What follows belongs to an exercise in optimizing a design on an open flow for small area and a short achievable clock period; a production flow would make more cautious choices.
Only simulation tests tie the RTL to the original design; equivalence was not proved.

run A:
## adder_tree_25
module adder_tree_25 (
    input  logic         clk,
    input  logic         rst,
    input  logic         in_valid,
    input  logic [399:0] in_data,
    output logic         res_valid,
    output logic [15:0]  res
);
    wire s1;
    wire c2;
    wire s3;
    wire c4;
    wire s5;
    wire c6;
    wire s7;
    wire c8;
    wire s9;
    wire c10;
    wire s11;
    wire c12;
    wire s13;
    wire c14;
    wire s15;
    wire c16;
    wire s17;
    wire c18;
    wire s19;
    wire c20;
    wire s21;
    wire c22;
    wire s23;
    wire c24;
    wire s25;
    wire c26;
    wire s27;
    wire c28;
    wire s29;
    wire c30;
    wire s31;
    wire c32;
    wire s33;
    wire c34;
    wire s35;
    wire c36;
    wire s37;
    wire c38;
    wire s39;
    wire c40;
    wire s41;
    wire c42;
    wire s43;
    wire c44;
    wire s45;
    wire c46;
    wire s47;
    wire c48;
    wire s49;
    wire c50;
    wire s51;
    wire c52;
    wire s53;
    wire c54;
    wire s55;
    wire c56;
    wire s57;
    wire c58;
    wire s59;
    wire c60;
    wire s61;
    wire c62;
    wire s63;
    wire c64;
    wire s65;
    wire c66;
    wire s67;
    wire c68;
    wire s69;
    wire c70;
    wire s71;
    wire c72;
    wire s73;
    wire c74;
    wire s75;
    wire c76;
    wire s77;
    wire c78;
    wire s79;
    wire c80;
    wire s81;
    wire c82;
    wire s83;
    wire c84;
    wire s85;
    wire c86;
    wire s87;
    wire c88;
    wire s89;
    wire c90;
    wire s91;
    wire c92;
    wire s93;
    wire c94;
    wire s95;
    wire c96;
    wire s97;
    wire c98;
    wire s99;
    wire c100;
    wire s101;
    wire c102;
    wire s103;
    wire c104;
    wire s105;
    wire c106;
    wire s107;
    wire c108;
    wire s109;
    wire c110;
    wire s111;
    wire c112;
    wire s113;
    wire c114;
    wire s115;
    wire c116;
    wire s117;
    wire c118;
    wire s119;
    wire c120;
    wire s121;
    wire c122;
    wire s123;
    wire c124;
  ...
==> flow/config.mk <==
export PLATFORM = sky130hd
export DESIGN_NAME = adder_tree_25
export DESIGN_NICKNAME = adder_tree_25
export VERILOG_FILES = /design/flow/design.v
export SDC_FILE = /design/flow/constraint.sdc
export NUM_CORES = 4
export LEC_CHECK = 0
export CAP_MARGIN = 20
export CORE_MARGIN = 2
export CORE_UTILIZATION = 40
export CTS_BUF_LIST = sky130_fd_sc_hd__clkbuf_8
export CTS_CLUSTER_DIAMETER = 50
export CTS_CLUSTER_SIZE = 14
export SETUP_SLACK_MARGIN = 1.1
export SLEW_MARGIN = 20
==> flow/constraint.sdc <==
create_clock -name core_clock -period 3.0 [get_ports {clk}]
set_input_delay 0.6000 -clock core_clock [delete_from_list [all_inputs] [get_ports {clk}]]
set_output_delay 0.6000 -clock core_clock [all_outputs]
set_load 0.01 [all_outputs]
standard.sh (not shown) runs the stock make flow with config.mk's settings and CLKGATE_MAP_FILE= SYNTH_SCRIPT=/design/flow/synth_recipe.tcl, a recipe that flattens the netlist after the stock synthesis.
==> flow/flow/run.sh <==
#!/bin/bash
# Own layout flow: the standard flow (standard.sh) with two changes.
#  1. After the standard synthesis, fapol.py re-chooses the polarity of the
#     full-adder cells so that the inverters extract_fa leaves around them go;
#     a Yosys equivalence proof against the standard netlist must pass, else
#     the standard netlist is kept.
#  2. Port buffers are sky130_fd_sc_hd__buf_1 (every port still gets one).
# Each tool writes its full output to a log file of its own in this folder.
set -uo pipefail
export BUFFER_PORTS_ARGS="-buffer_cell sky130_fd_sc_hd__buf_1"
HERE=$(pwd)
bash standard.sh synth > synth.log 2>&1 || exit 1
NET=$HERE/orfs/results/sky130hd/adder_tree_25/base/1_2_yosys.v
cp "$NET" "$HERE/netlist_standard.v"
if python3 "$HERE/flow/fapol.py" "$HERE/netlist_standard.v" "$HERE/netlist_fapol.v" > fapol.log 2>&1; then
  cat > equiv.ys <<EOT
read_liberty -ignore_miss_func $FLOW_HOME/platforms/sky130hd/lib/sky130_fd_sc_hd__tt_025C_1v80.lib
read_verilog $HERE/netlist_standard.v
rename $FLOW_TOP gold
read_verilog $HERE/netlist_fapol.v
rename $FLOW_TOP gate
setattr -mod -unset top gold gate
flatten gold gate
rename -hide gold/w:_* gate/w:_*
equiv_make gold gate eq
hierarchy -top eq
equiv_simple -seq 0
equiv_induct
equiv_status -assert
EOT
  if yosys -s equiv.ys > equiv.log 2>&1; then
    cp "$HERE/netlist_fapol.v" "$NET"
    touch "$NET"
    echo "fapol netlist used" >> fapol.log
  else
    echo "equivalence failed: standard netlist kept" >> fapol.log
  fi
fi
bash standard.sh finish > finish.log 2>&1
Other scripts of this flow, unchanged in this note and not shown: flow/flow/fapol.py
Input changes introduced in run B (baseline for comparison: run A):
--- a/flow/design.v
+++ b/flow/design.v
@@ -833,25 +833,25 @@
     wire c688;
     wire s689;
     wire c690;
     wire s691;
     wire c692;
     wire s693;
     wire c694;
     wire s695;
     wire c696;
     wire s697;
     logic [15:0] row_a, row_b;
     logic [10:0] lo_sum, lo_q;
-    logic [5:0] hi_sum, hi_q;
+    logic [5:0] hi_a_q, hi_b_q;
     logic [15:0] sum;
     assign s1 = in_data[0] ^ in_data[16] ^ in_data[32];
     assign c2 = (in_data[0] & in_data[16]) | (in_data[0] & in_data[32]) | (in_data[16] & in_data[32]);
     assign s3 = in_data[48] ^ in_data[64] ^ in_data[80];
     assign c4 = (in_data[48] & in_data[64]) | (in_data[48] & in_data[80]) | (in_data[64] & in_data[80]);
     assign s5 = in_data[96] ^ in_data[112] ^ in_data[128];
     assign c6 = (in_data[96] & in_data[112]) | (in_data[96] & in_data[128]) | (in_data[112] & in_data[128]);
     assign s7 = in_data[144] ^ in_data[160] ^ in_data[176];
     assign c8 = (in_data[144] & in_data[160]) | (in_data[144] & in_data[176]) | (in_data[160] & in_data[176]);
     assign s9 = in_data[192] ^ in_data[208] ^ in_data[224];
     assign c10 = (in_data[192] & in_data[208]) | (in_data[192] & in_data[224]) | (in_data[208] & in_data[224]);
     assign s11 = in_data[240] ^ in_data[256] ^ in_data[272];
@@ -1513,26 +1513,25 @@
     assign s689 = p2_c11_0 ^ p2_c11_1 ^ p2_c11_2;
     assign c690 = (p2_c11_0 & p2_c11_1) | (p2_c11_0 & p2_c11_2) | (p2_c11_1 & p2_c11_2);
     assign s691 = p2_c12_0 ^ p2_c12_1 ^ p2_c12_2;
     assign c692 = (p2_c12_0 & p2_c12_1) | (p2_c12_0 & p2_c12_2) | (p2_c12_1 & p2_c12_2);
     assign s693 = p2_c13_0 ^ p2_c13_1 ^ p2_c13_2;
     assign c694 = (p2_c13_0 & p2_c13_1) | (p2_c13_0 & p2_c13_2) | (p2_c13_1 & p2_c13_2);
     assign s695 = p2_c14_0 ^ p2_c14_1 ^ p2_c14_2;
     assign c696 = (p2_c14_0 & p2_c14_1) | (p2_c14_0 & p2_c14_2) | (p2_c14_1 & p2_c14_2);
     assign s697 = p2_c15_0 ^ p2_c15_1 ^ p2_c15_2;
     assign row_a = {c696, c694, c692, c690, c688, c686, c684, c682, c680, c678, c676, s675, p2_c3_0, p2_c2_0, p2_c1_0, p2_c0_0};
     assign row_b = {s697, s695, s693, s691, s689, s687, s685, s683, s681, s679, s677, 1'b0, p2_c3_1, 1'b0, 1'b0, 1'b0};
     assign lo_sum = {1'b0, row_a[9:0]} + {1'b0, row_b[9:0]};
-    assign hi_sum = row_a[15:10] + row_b[15:10];
-    assign sum = {hi_q + {5'd0, lo_q[10]}, lo_q[9:0]};
+    assign sum = {hi_a_q + hi_b_q + {5'd0, lo_q[10]}, lo_q[9:0]};
     always_ff @(posedge clk) begin
         p1_c0_0 <= s413;
         p1_c1_0 <= s271;
         p1_c1_1 <= c414;
         p1_c1_2 <= s415;
         p1_c1_3 <= s417;
         p1_c1_4 <= s419;
         p1_c2_0 <= c416;
         p1_c2_1 <= c418;
         p1_c2_2 <= c420;
         p1_c2_3 <= s421;
         p1_c2_4 <= s423;
@@ -1675,25 +1674,26 @@
         p2_c12_1 <= c666;
         p2_c12_2 <= s667;
         p2_c13_0 <= s637;
         p2_c13_1 <= c668;
         p2_c13_2 <= s669;
         p2_c14_0 <= s641;
         p2_c14_1 <= c670;
         p2_c14_2 <= s671;
         p2_c15_0 <= s645;
         p2_c15_1 <= c672;
         p2_c15_2 <= s673;
         lo_q <= lo_sum;
-        hi_q <= hi_sum;
+        hi_a_q <= row_a[15:10];
+        hi_b_q <= row_b[15:10];
     end
     logic [2:0] vpipe;
     always_ff @(posedge clk) begin
         if (!rst) begin
             vpipe <= '0;
         end else begin
             vpipe <= {vpipe[1:0], in_valid};
         end
     end
     always_ff @(posedge clk) begin
         if (!rst) begin
             res_valid <= 1'b0;
- Relative to run A, post-route worst hold slack decreased by 0.055 ns in run B.
- Run B — met3 layer usage reported by global route 0.74 points lower, run A as reference
- Per the comparison of run B with run A, total length of routed wires went down about 2.2%; instance area at placement moved up; number of ordinary and repair buffers in the finished layout ~0 delta; via count of the first global-routing pass picked up an extra 192; worst setup margin +0.0097 ns.
- Synthesized cell count across run B and run A: no real change.
- Re clock transition at the registers of the reported paths: run B is 0.02 ns down on run A.
- Min post-synthesis to final-layout area growth across run B and run A: run A
- Of run B and run A, run B shows the higher final instance area, with run A below it.

[separate check: timing with driven ports]
The flow's constraints put no driver on any port. The routed layouts listed below were extracted and timed again, unchanged, in two steps. Step 1 (the two cells are an assumption about what drives the block):
set clk [get_ports {clk}]
set_driving_cell -lib_cell sky130_fd_sc_hd__clkbuf_16 $clk
set_driving_cell -lib_cell sky130_fd_sc_hd__buf_2 [delete_from_list [all_inputs] $clk]
Step 2 also shifts input and output timing later by t, the mid clock arrival at the registers, as if the neighbouring blocks saw the same clock. Three values: ideal, step 1, step 2; two values: the first two.
run	t, ns	setup WS [ns]	cell pins on the clock port's net
run A	0.495	1.088 / 1.088 / 0.611	1
run B	0.552	1.097 / 1.097 / 0.607	1
After both steps setup and hold are still met in every run listed. The setup slack of run B, which loses most, moves by 0.000 ns with the drivers and by -0.490 ns with both steps.
